Context: an optimization exercise on an open-source flow, tuned for small area. The choices shown serve that exercise and are no tape-out recipe.
In this exercise RTL edits were held to simulation tests only and were not proved equivalent to the original.
Power figures rest on the tool's default switching activity, not on a simulated workload.

==> flow/design.v (excerpt) <==
module tdes_dec (
	input  logic             clk,
	input  logic             rst,
	input  tdes_pkg::key_t   ek1,
	input  tdes_pkg::key_t   ek2,
	input  tdes_pkg::key_t   ek3,
	input  tdes_pkg::block_t ct,
	output tdes_pkg::block_t pt,
	output tdes_pkg::key_t   k1,
	output tdes_pkg::key_t   k2,
	output tdes_pkg::key_t   k3
);
==> flow/config.mk <==
export PLATFORM = sky130hd
export DESIGN_NAME = tdes_dec
export DESIGN_NICKNAME = tdes_dec
export VERILOG_FILES = /design/flow/design.v
export SDC_FILE = /design/flow/constraint.sdc
export NUM_CORES = 4
export LEC_CHECK = 0
export CAP_MARGIN = 20
export CORE_MARGIN = 2
export CORE_UTILIZATION = 48
export PLACE_DENSITY = 0.75
export SLEW_MARGIN = 20
==> flow/constraint.sdc <==
create_clock -name core_clock -period 4.0 [get_ports {clk}]
set_input_delay 0.8000 -clock core_clock [delete_from_list [all_inputs] [get_ports {clk}]]
set_output_delay 0.8000 -clock core_clock [all_outputs]
set_load 0.01 [all_outputs]
standard.sh (not shown) runs the stock make flow with config.mk's settings and CLKGATE_MAP_FILE= SYNTH_SCRIPT=/design/flow/synth_recipe.tcl, a recipe that flattens the netlist after the stock synthesis.
==> flow/flow/run.sh <==
#!/bin/bash
# Layout flow: the standard ORFS flow (standard.sh) with three changes.
#  1. Synthesis maps the logic with an area-oriented ABC script
#     (flow/abc_area.script) in place of ORFS's speed script. The rest of
#     synthesis is the standard one, so the registers are the same.
#  2. Every port gets the smallest buffer (buf_1) in place of the default.
#  3. Clock tree: clkbuf_4 buffers, up to 8 registers per leaf buffer
#     within 35 um, no dummy loads.
# Each tool's output goes to ORFS's own logs under orfs/logs; the make
# output goes to area_standard.log.
set -euo pipefail
here=$(pwd)
fl=$here/flow

# ORFS's synthesis script with only its abc call changed
sed 's|log_cmd abc {\*}\$abc_args|log_cmd abc -script '"$fl"'/abc_area.script {*}$lib_args {*}$lib_dont_use_args|' \
	"$FLOW_HOME/scripts/synth.tcl" > "$here/orfs_synth_area.tcl"
grep -q 'abc_area.script' "$here/orfs_synth_area.tcl"

# The standard flow's synthesis wrapper, sourcing that script
sed "s|\$::env(SCRIPTS_DIR)/synth.tcl|$here/orfs_synth_area.tcl|" synth_recipe.tcl > "$here/area_synth.tcl"
grep -q 'orfs_synth_area.tcl' "$here/area_synth.tcl"

# standard.sh, using that wrapper
sed "s|$here/synth_recipe.tcl|$here/area_synth.tcl|g" standard.sh > "$here/area_standard.sh"
grep -q 'area_synth.tcl' "$here/area_standard.sh"

export BUFFER_PORTS_ARGS="-buffer_cell sky130_fd_sc_hd__buf_1"
export CTS_ARGS="-sink_clustering_enable -repair_clock_nets -buf_list sky130_fd_sc_hd__clkbuf_4 -sink_clustering_size 8 -sink_clustering_max_diameter 35 -dont_use_dummy_load"
bash "$here/area_standard.sh" > "$here/area_standard.log" 2>&1
==> flow/flow/abc_area.script <==
strash
dc2
&get -n
&dch -f
&nf -R 1000
&put
Change:
--- a/flow/flow/run.sh
+++ b/flow/flow/run.sh
@@ -6,4 +6,4 @@
 #  2. Every port gets the smallest buffer (buf_1) in place of the default.
-#  3. Clock tree: clkbuf_4 buffers, up to 8 registers per leaf buffer
-#     within 35 um, no dummy loads.
+#  3. Clock tree: clkbuf_8 buffers, up to 16 registers per leaf buffer
+#     within 60 um, no dummy loads.
 # Each tool's output goes to ORFS's own logs under orfs/logs; the make
@@ -28,3 +28,3 @@
 export BUFFER_PORTS_ARGS="-buffer_cell sky130_fd_sc_hd__buf_1"
-export CTS_ARGS="-sink_clustering_enable -repair_clock_nets -buf_list sky130_fd_sc_hd__clkbuf_4 -sink_clustering_size 8 -sink_clustering_max_diameter 35 -dont_use_dummy_load"
+export CTS_ARGS="-sink_clustering_enable -repair_clock_nets -buf_list sky130_fd_sc_hd__clkbuf_8 -sink_clustering_size 16 -sink_clustering_max_diameter 60 -dont_use_dummy_load"
 bash "$here/area_standard.sh" > "$here/area_standard.log" 2>&1
Settings changed: CORE_UTILIZATION 48 to 40.
Power decreases by 0.73%.
Die area increases by 20%.
First-iteration DRC count increases by 11%.
Sequential share of layout area decreases by 0.38 points.
Global-route usage decreases by 5.4 points.
Area after synthesis stays the same.
Worst hold slack improved by 51 ps.

==> static timing again, ports no longer ideal <==
Ports are ideal in the flow. The routed layouts listed here were re-timed in OpenROAD. Step 1 assumes that a clkbuf_16 drives the clock port and a buf_2 every other input. Step 2 times the ports against the registers' clock, not the clock port: input delays grow and output delays shrink by t, the midpoint of the rising clock arrivals with the driver on. Slacks: ideal ports / drivers / drivers and shift; pairs: ideal ports / drivers.
run | t, ns | setup WS [ns] | hold slack, ns | worst setup path at the end | worst data-port slew with drivers (ns)
the first run | 0.716 | 0.573 / 0.526 / 1.001 | 0.287 / 0.317 / 0.470 | register to register | 0.11
the second run | 0.643 | 0.464 / 0.414 / 0.942 | 0.338 / 0.336 / 0.474 | register to register | 0.14
After both steps every run listed still meets setup and hold.
